This design comes from an exercise in tuning for a short achievable clock period and few clock cycles per item on the open sky130 flow, not from production work.
Function was checked by simulation only, so behaviour that the tests miss may differ from the original.
The clock input has no modelled driver; a real chip could not lean on it and would need a root buffer or a full tree.

==> run C <==
==> flow/design.v (excerpt) <==
module mr_ctl_top (
    input  logic                                                 clk,
    input  logic                                                 rst,
    input  logic                                                 cfg_wr_en,
    input  logic [4-1:0]                               cfg_key,
    input  logic                                                 cfg_key_valid,
    input  logic [48-1:0]                            cfg_base,
    input  logic [32-1:0]                          cfg_len,
    input  logic [5-1:0]                              req_valid,
    input  logic [5-1:0][8-1:0]             req_qpn,
    input  logic [5-1:0][4-1:0]             req_key,
    input  logic [5-1:0][32-1:0]        req_offset,
    output logic [5-1:0]                              req_ready,
    output logic [5-1:0]                              rsp_valid,
    output logic [5-1:0][16-1:0]     rsp_head,
    output logic [5-1:0][49-1:0]     rsp_data,
    input  logic [5-1:0]                              rsp_ready
);
==> module mr_ctl_top, before the edit <==
module mr_ctl_top (
    input  logic                                                 clk,
    input  logic                                                 rst,
    input  logic                                                 cfg_wr_en,
    input  logic [4-1:0]                               cfg_key,
    input  logic                                                 cfg_key_valid,
    input  logic [48-1:0]                            cfg_base,
    input  logic [32-1:0]                          cfg_len,
    input  logic [5-1:0]                              req_valid,
    input  logic [5-1:0][8-1:0]             req_qpn,
    input  logic [5-1:0][4-1:0]             req_key,
    input  logic [5-1:0][32-1:0]        req_offset,
    output logic [5-1:0]                              req_ready,
    output logic [5-1:0]                              rsp_valid,
    output logic [5-1:0][16-1:0]     rsp_head,
    output logic [5-1:0][49-1:0]     rsp_data,
    input  logic [5-1:0]                              rsp_ready
);
    localparam int NCH = 5;
    localparam int KN  = 1 << 4;
    localparam int AW  = 48;
    localparam int OW  = 32;
    localparam int QW  = 8;
    localparam int KW  = 4;
    localparam int LTL = 5;
    logic [KN-1:0]     tbl_valid;
    logic [AW-1:0]     tbl_base [KN];
    logic [OW-1:0]     tbl_len  [KN];
    always_ff @(posedge clk or posedge rst) begin
        if (rst) begin
            tbl_valid <= '0;
        end else if (cfg_wr_en) begin
            tbl_valid[cfg_key] <= cfg_key_valid;
        end
    end
    always_ff @(posedge clk) begin
        if (cfg_wr_en) begin
            tbl_base[cfg_key] <= cfg_base;
            tbl_len[cfg_key]  <= cfg_len;
        end
    end
    for (genvar c = 0; c < NCH; c++) begin : g_ch
        logic            rdy_q;
        logic            stall;
        logic            take;
        logic            sk_v;
        logic [QW-1:0]   sk_qpn;
        logic [KW-1:0]   sk_key;
        logic [OW-1:0]   sk_off;
        logic [QW-1:0]   in_qpn;
        logic [KW-1:0]   in_key;
        logic [OW-1:0]   in_off;
        logic            r_v;
        logic [QW-1:0]   r_qpn;
        logic [KW-1:0]   r_key;
        logic [OW-1:0]   r_off;
        logic            m_v;
        logic [QW-1:0]   m_qpn;
        logic [OW-1:0]   m_off;
        logic            m_ent_v;
        logic [AW-1:0]   m_base;
        logic [OW-1:0]   m_len;
        logic            a_v;
        logic [QW-1:0]   a_qpn;
        logic [AW:0]     a_data;
        logic            o_v;
        logic [QW-1:0]   o_qpn;
        logic [LTL-1:0]  o_tag;
        logic [AW:0]     o_data;
        logic            x_err;
        logic            o_nv;
        logic            o_v_nxt;
        logic [LTL-1:0]  t_cnt;
        logic [LTL-1:0]  t_nxt;
        assign stall   = !o_nv && !rsp_ready[c];
        assign o_v_nxt = stall || a_v;
        assign t_nxt   = t_cnt + {{(LTL - 1){1'b0}}, !o_nv && rsp_ready[c]};
        assign take  = req_valid[c] && rdy_q;
        always_ff @(posedge clk or posedge rst) begin
            if (rst) begin
                sk_v  <= 1'b0;
                r_v   <= 1'b0;
                m_v   <= 1'b0;
                a_v   <= 1'b0;
                o_v   <= 1'b0;
                o_nv  <= 1'b1;
                t_cnt <= '0;
            end else begin
                if (stall) begin
                    sk_v  <= sk_v || take;
                end else begin
                    sk_v  <= 1'b0;
                    r_v   <= sk_v || take;
                    m_v   <= r_v;
                    a_v   <= m_v;
                end
                o_v   <= o_v_nxt;
                o_nv  <= !o_v_nxt;
                t_cnt <= t_nxt;
            end
        end
        always_ff @(posedge clk) begin
            o_tag <= t_nxt;
        end
        always_ff @(posedge clk) begin
            rdy_q <= !(stall && (sk_v || take));
        end
        always_ff @(posedge clk) begin
            if (!sk_v) begin
                sk_qpn <= req_qpn[c];
                sk_key <= req_key[c];
                sk_off <= req_offset[c];
            end
        end
        assign in_qpn = sk_v ? sk_qpn : req_qpn[c];
        assign in_key = sk_v ? sk_key : req_key[c];
        assign in_off = sk_v ? sk_off : req_offset[c];
        logic [AW-1:0]   x_sum;
        logic            x_ge;
        assign x_sum = mr_ctl_pkg::add_fast(m_base, {{(AW - OW){1'b0}}, m_off});
        assign x_ge  = mr_ctl_pkg::geq_fast(m_off, m_len);
        assign x_err = !m_ent_v || x_ge;
        logic [AW:0]     x_data;
        assign x_data = x_err ? {1'b1, {AW{1'b0}}} : {1'b0, x_sum};
        always_ff @(posedge clk) begin
            if (!stall) begin
                r_qpn   <= in_qpn;
                r_key   <= in_key;
                r_off   <= in_off;
                m_qpn   <= r_qpn;
                m_off   <= r_off;
                m_ent_v <= tbl_valid[r_key];
                m_base  <= tbl_base[r_key];
                m_len   <= tbl_len[r_key];
                a_qpn   <= m_qpn;
                a_data  <= x_data;
            end
        end
        logic [QW-1:0]   h_qpn;
        logic [AW:0]     h_data;
        always_ff @(posedge clk) begin
            if (!stall && a_v) begin
                h_qpn  <= a_qpn;
                h_data <= a_data;
            end
            o_qpn  <= stall ? h_qpn : a_qpn;
            o_data <= stall ? h_data : a_data;
        end
        assign req_ready[c] = rdy_q;
        assign rsp_valid[c] = o_v;
        assign rsp_head[c]  = {o_qpn, {(8 - LTL){1'b0}}, o_tag};
        assign rsp_data[c]  = o_data;
    end
endmodule
Settings: LEC_CHECK=0, ABC_CLOCK_PERIOD_IN_PS=2500, CAP_MARGIN=20, CORE_MARGIN=2, CORE_UTILIZATION=40, PLACE_DENSITY=0.6, SLEW_MARGIN=20, SETUP_SLACK_MARGIN=8.5, PRE_CTS_TCL=/design/flow/flow/ctree.tcl, TNS_END_PERCENT=5; clock period 12.0 ns.
standard.sh (not shown) runs the stock make flow with config.mk's settings and CLKGATE_MAP_FILE= SYNTH_SCRIPT=/design/flow/synth_recipe.tcl, a recipe that flattens the netlist after the stock synthesis.
==> flow/flow/run.sh <==
#!/bin/bash
# The standard layout, run step by step with the standard synthesis
# unchanged, and two changes from clock tree synthesis on:
# - flow/ctree.tcl (ORFS's PRE_CTS_TCL hook) builds the clock tree itself,
#   a balanced three-level tree of clkbuf_16 made by recursive bisection of
#   the flip-flops, in place of TritonCTS, and first moves each flip-flop that
#   drives an output port next to that port's buffer;
# - with the clock propagated, the timing repairs are asked to leave more
#   setup slack than the fixed clock period needs, so that the achieved
#   period (period less slack) shrinks; after global routing only the worst
#   endpoints are repaired, to keep the run short.
# The constraints (constraint.sdc) are not touched. Each step's output goes
# to its own log here; ORFS's own logs are under orfs/logs.
set -euo pipefail
bash standard.sh synth > synth.log 2>&1
bash standard.sh floorplan > floorplan.log 2>&1
bash standard.sh place > place.log 2>&1
cat >> config.mk <<CFG
export SETUP_SLACK_MARGIN = 8.5
export PRE_CTS_TCL = $PWD/flow/ctree.tcl
CFG
bash standard.sh cts > cts.log 2>&1
cat >> config.mk <<'CFG'
export TNS_END_PERCENT = 5
CFG
bash standard.sh route > route.log 2>&1
bash standard.sh finish > finish.log 2>&1
==> flow/flow/ctree.tcl <==
# Build a clock tree on net clk by recursive bisection: the clock port
# drives a few root buffers, each at the centre of its part of the die, each
# level drives the buffers of the level below in its part, and each leaf
# buffer drives a compact cluster of flip-flop clock pins.
proc ctree_bisect {items idx maxn} {
  # items: list of {x y payload}; split at the median of the wider side
  if {[llength $items] <= $maxn} { return [list $items] }
  set xs [lsort -real [lmap i $items {lindex $i 0}]]
  set ys [lsort -real [lmap i $items {lindex $i 1}]]
  set k [expr {([lindex $xs end] - [lindex $xs 0]) >= ([lindex $ys end] - [lindex $ys 0]) ? 0 : 1}]
  set s [lsort -real -index $k $items]
  # Split so that each side fills whole clusters of at most maxn
  set n [llength $s]
  set nc [expr {($n + $maxn - 1) / $maxn}]
  set h [expr {int(round($n * double($nc / 2) / $nc))}]
  return [concat [ctree_bisect [lrange $s 0 [expr {$h - 1}]] $idx $maxn] \
                 [ctree_bisect [lrange $s $h end] $idx $maxn]]
}

proc ctree_centroid {items} {
  set sx 0.0; set sy 0.0
  foreach i $items { set sx [expr {$sx + [lindex $i 0]}]; set sy [expr {$sy + [lindex $i 1]}] }
  set n [llength $items]
  return [list [expr {$sx / $n}] [expr {$sy / $n}]]
}

proc ctree_buf {block master name x y in_net} {
  set b [odb::dbInst_create $block $master $name]
  $b setLocation [expr {int($x)}] [expr {int($y)}]
  $b setPlacementStatus PLACED
  set net [odb::dbNet_create $block "${name}_clk"]
  $net setSigType CLOCK
  [$b findITerm A] connect $in_net
  [$b findITerm X] connect $net
  return $net
}

# levels: the number of buffers each level has, root first; the last level
# is the leaf level, which gets clusters of at most leaf_size clock pins.
proc ctree_build {leaf_size levels buf_master} {
  set block [ord::get_db_block]
  set master [[ord::get_db] findMaster $buf_master]
  set clk [$block findNet clk]
  set sinks {}
  foreach it [$clk getITerms] {
    set bb [[$it getInst] getBBox]
    lappend sinks [list [expr {([$bb xMin] + [$bb xMax]) / 2.0}] [expr {([$bb yMin] + [$bb yMax]) / 2.0}] $it]
  }
  # Leaf clusters, then each upper level clusters the level below it
  set nodes {}
  foreach l [ctree_bisect $sinks 0 $leaf_size] {
    set c [ctree_centroid $l]
    lappend nodes [list [lindex $c 0] [lindex $c 1] $l]
  }
  set tree [list $nodes]
  foreach n [lrange [lreverse $levels] 1 end] {
    set per [expr {int(ceil([llength $nodes] / double($n)))}]
    set up {}
    foreach g [ctree_bisect $nodes 0 $per] {
      set c [ctree_centroid $g]
      lappend up [list [lindex $c 0] [lindex $c 1] $g]
    }
    set nodes $up
    set tree [linsert $tree 0 $nodes]
  }
  # Create buffers top down; a node's children are its payload
  set count 0
  proc ctree_make {block master node in_net depth nlev} {
    upvar count count
    set name "ctree_l${depth}_$count"
    incr count
    set net [ctree_buf $block $master $name [lindex $node 0] [lindex $node 1] $in_net]
    foreach ch [lindex $node 2] {
      if {$depth == $nlev - 1} {
        set it [lindex $ch 2]
        $it disconnect
        $it connect $net
      } else {
        ctree_make $block $master $ch $net [expr {$depth + 1}] $nlev
      }
    }
  }
  foreach top [lindex $tree 0] {
    ctree_make $block $master $top $clk 0 [llength $levels]
  }
  puts "ctree: [llength $sinks] sinks, [llength [lindex $tree end]] leaf buffers, levels [lmap t $tree {llength $t}]"
}

# Run as ORFS's PRE_CTS_TCL hook: build the tree here, then stand in for
# TritonCTS so that cts.tcl's own call leaves the tree as built. The rest of
# cts.tcl (legalisation, timing repair) runs as usual. The clock port feeds
# the 4 root buffers directly.
# Each flip-flop that drives an output port's buffer goes next to that
# buffer; the detailed placement after this legalises it.
proc pull_output_flops {} {
  set block [ord::get_db_block]
  set n 0
  foreach bt [$block getBTerms] {
    if {[$bt getIoType] != "OUTPUT"} continue
    set net [$bt getNet]
    if {$net == "NULL"} continue
    set buf ""
    foreach it [$net getITerms] { if {[$it isOutputSignal]} { set buf [$it getInst] } }
    if {$buf == ""} continue
    set a [$buf findITerm A]
    if {$a == "NULL"} continue
    set inet [$a getNet]
    if {$inet == "NULL"} continue
    set drv ""
    foreach it [$inet getITerms] { if {[$it isOutputSignal]} { set drv [$it getInst] } }
    if {$drv == ""} continue
    if {![string match "*__df*" [[$drv getMaster] getName]]} continue
    set l [$buf getLocation]
    $drv setLocation [lindex $l 0] [lindex $l 1]
    incr n
  }
  puts "pulled $n output flip-flops next to their port buffers"
}

pull_output_flops
ctree_build 22 {4 16 128} sky130_fd_sc_hd__clkbuf_16
set_propagated_clock [all_clocks]
proc clock_tree_synthesis {args} {
  puts "clock tree built by flow/ctree.tcl; TritonCTS not run"
}
==> inputs of run X, as changes to run C <==
--- a/flow/design.v
+++ b/flow/design.v
@@ -118,5 +118,2 @@
         logic [OW-1:0]   m_len;
-        logic            a_v;
-        logic [QW-1:0]   a_qpn;
-        logic [AW:0]     a_data;
         logic            o_v;
@@ -131,3 +128,3 @@
         assign stall   = !o_nv && !rsp_ready[c];
-        assign o_v_nxt = stall || a_v;
+        assign o_v_nxt = stall || m_v;
         assign t_nxt   = t_cnt + {{(LTL - 1){1'b0}}, !o_nv && rsp_ready[c]};
@@ -139,3 +136,2 @@
                 m_v   <= 1'b0;
-                a_v   <= 1'b0;
                 o_v   <= 1'b0;
@@ -150,3 +146,2 @@
                     m_v   <= r_v;
-                    a_v   <= m_v;
                 end
@@ -178,4 +173,2 @@
         assign x_err = !m_ent_v || x_ge;
-        logic [AW:0]     x_data;
-        assign x_data = x_err ? {1'b1, {AW{1'b0}}} : {1'b0, x_sum};
         always_ff @(posedge clk) begin
@@ -190,15 +183,15 @@
                 m_len   <= tbl_len[r_key];
-                a_qpn   <= m_qpn;
-                a_data  <= x_data;
-            end
-        end
+            end
+        end
+        logic [AW:0]     x_data;
         logic [QW-1:0]   h_qpn;
         logic [AW:0]     h_data;
-        always_ff @(posedge clk) begin
-            if (!stall && a_v) begin
-                h_qpn  <= a_qpn;
-                h_data <= a_data;
-            end
-            o_qpn  <= stall ? h_qpn : a_qpn;
-            o_data <= stall ? h_data : a_data;
+        assign x_data = x_err ? {1'b1, {AW{1'b0}}} : {1'b0, x_sum};
+        always_ff @(posedge clk) begin
+            if (!stall && m_v) begin
+                h_qpn  <= m_qpn;
+                h_data <= x_data;
+            end
+            o_qpn  <= stall ? h_qpn : m_qpn;
+            o_data <= stall ? h_data : x_data;
         end
--- a/flow/flow/ctree.tcl
+++ b/flow/flow/ctree.tcl
@@ -11,6 +11,3 @@
   set s [lsort -real -index $k $items]
-  # Split so that each side fills whole clusters of at most maxn
-  set n [llength $s]
-  set nc [expr {($n + $maxn - 1) / $maxn}]
-  set h [expr {int(round($n * double($nc / 2) / $nc))}]
+  set h [expr {[llength $s] / 2}]
   return [concat [ctree_bisect [lrange $s 0 [expr {$h - 1}]] $idx $maxn] \
@@ -120,3 +117,3 @@
 pull_output_flops
-ctree_build 22 {4 16 128} sky130_fd_sc_hd__clkbuf_16
+ctree_build 24 {4 16 128} sky130_fd_sc_hd__clkbuf_16
 set_propagated_clock [all_clocks]
CORE_UTILIZATION = 35   (was 40)
PLACE_DENSITY = 0.55   (was 0.6)
==> inputs of run Z, as changes to run C <==
--- a/flow/design.v
+++ b/flow/design.v
@@ -118,5 +118,2 @@
         logic [OW-1:0]   m_len;
-        logic            a_v;
-        logic [QW-1:0]   a_qpn;
-        logic [AW:0]     a_data;
         logic            o_v;
@@ -131,3 +128,3 @@
         assign stall   = !o_nv && !rsp_ready[c];
-        assign o_v_nxt = stall || a_v;
+        assign o_v_nxt = stall || m_v;
         assign t_nxt   = t_cnt + {{(LTL - 1){1'b0}}, !o_nv && rsp_ready[c]};
@@ -139,3 +136,2 @@
                 m_v   <= 1'b0;
-                a_v   <= 1'b0;
                 o_v   <= 1'b0;
@@ -150,3 +146,2 @@
                     m_v   <= r_v;
-                    a_v   <= m_v;
                 end
@@ -178,4 +173,2 @@
         assign x_err = !m_ent_v || x_ge;
-        logic [AW:0]     x_data;
-        assign x_data = x_err ? {1'b1, {AW{1'b0}}} : {1'b0, x_sum};
         always_ff @(posedge clk) begin
@@ -190,15 +183,15 @@
                 m_len   <= tbl_len[r_key];
-                a_qpn   <= m_qpn;
-                a_data  <= x_data;
-            end
-        end
+            end
+        end
+        logic [AW:0]     x_data;
         logic [QW-1:0]   h_qpn;
         logic [AW:0]     h_data;
-        always_ff @(posedge clk) begin
-            if (!stall && a_v) begin
-                h_qpn  <= a_qpn;
-                h_data <= a_data;
-            end
-            o_qpn  <= stall ? h_qpn : a_qpn;
-            o_data <= stall ? h_data : a_data;
+        assign x_data = x_err ? {1'b1, {AW{1'b0}}} : {1'b0, x_sum};
+        always_ff @(posedge clk) begin
+            if (!stall && m_v) begin
+                h_qpn  <= m_qpn;
+                h_data <= x_data;
+            end
+            o_qpn  <= stall ? h_qpn : m_qpn;
+            o_data <= stall ? h_data : x_data;
         end
--- a/flow/flow/ctree.tcl
+++ b/flow/flow/ctree.tcl
@@ -11,6 +11,3 @@
   set s [lsort -real -index $k $items]
-  # Split so that each side fills whole clusters of at most maxn
-  set n [llength $s]
-  set nc [expr {($n + $maxn - 1) / $maxn}]
-  set h [expr {int(round($n * double($nc / 2) / $nc))}]
+  set h [expr {[llength $s] / 2}]
   return [concat [ctree_bisect [lrange $s 0 [expr {$h - 1}]] $idx $maxn] \
@@ -120,3 +117,3 @@
 pull_output_flops
-ctree_build 22 {4 16 128} sky130_fd_sc_hd__clkbuf_16
+ctree_build 24 {4 16 128} sky130_fd_sc_hd__clkbuf_16
 set_propagated_clock [all_clocks]
==> flow_summary.json <==
{
  "multi_input_area_mm2": 0.0665,
  "status": "finished clean",
  "final_util_pct": 40.2,
  "via_count": 96600,
  "required_ps": 12500,
  "switching_share_pct": 41.4,
  "tap_cells": 5734,
  "drt-total-wl_um": 611000,
  "crit_buf_inv": 0,
  "hold_end": "g_ch[1].m_off[14]$_DFFE_PN_",
  "r2r-end": "g_ch[2].o_data[45]$_DFF_P_",
  "yosys.area.top_type_share_pct": 46.9,
  "synth-compound-area-share_pct": 3.86,
  "synth-simple-area-share_pct": 3.75
}
# the run above: run X

==> flow_summary.json <==
{
  "crit_buf_inv": 1,
  "hold_end": "g_ch[2].m_off[8]$_DFFE_PN_",
  "tap_cells": 5038,
  "final_util_pct": 45.4,
  "via_count": 96400,
  "multi_input_area_mm2": 0.0665,
  "drt-total-wl_um": 574000,
  "switching_share_pct": 41.0,
  "status": "finished clean",
  "required_ps": 12380,
  "r2r-end": "g_ch[2].h_data[42]$_DFFE_PP_"
}
# the run above: run Z

==> flow_summary.json <==
{
  "required_ps": 12290,
  "worstSetupStartpointType": "input pin",
  "r2r-end": "g_ch[1].m_base[2]$_DFFE_PN_",
  "status": "finished clean",
  "drt-total-wl_um": 606000,
  "top_layer": "met5",
  "clk_pin_slew_ps": 90,
  "switching_share_pct": 38.3,
  "multi_input_area_mm2": 0.0665,
  "via_count": 98800,
  "yosys.area.top_type_share_pct": 49.8,
  "crit_buf_inv": 2,
  "final_util_pct": 45.6,
  "tap_cells": 5287,
  "worst_r2r_startpoint": "g_ch[1].r_key[1]$_DFFE_PN_",
  "synth-compound-area-share_pct": 3.05,
  "synth-simple-area-share_pct": 2.84
}
# the run above: run C

Testbench counts of run C, summed over its fixed seeds: cycles 2,687, items 12,000.
Testbench counts of run X, summed over its fixed seeds: cycles 2,678, items 12,000.
Testbench counts of run Z, summed over its fixed seeds: cycles 2,678, items 12,000.
No run of this note takes its clock network from TritonCTS; it comes from the design's own scripts or RTL.

-- what the ideal ports hide --
How much do the figures lean on ideal ports? The routed layouts below were timed once more, with nothing changed but the port constraints. Step 1 assumes that a clkbuf_16 drives the clock port and a buf_2 every other input. Step 2 adds t to the input delays and takes it off the output delays; t is the mean of the earliest and latest rising clock arrival at the registers after step 1. Input paths then give back, and output paths get back, about the clock's delay inside the block. Three values: ideal ports, drivers, drivers and shift; two values: the first two.
run | shift t [ns] | setup slack, ns | clock arrival spread, ns
run C | 0.912 | 8.376 / 8.174 / 7.679 | 0.109 / 0.109
run X | 0.889 | 8.325 / 8.175 / 7.695 | 0.063 / 0.061
run Z | 0.881 | 8.397 / 8.168 / 7.744 | 0.073 / 0.071
After both steps every run listed still meets setup and hold. The setup slack of run C, which loses most, moves by -0.202 ns with the drivers and by -0.697 ns with both steps.
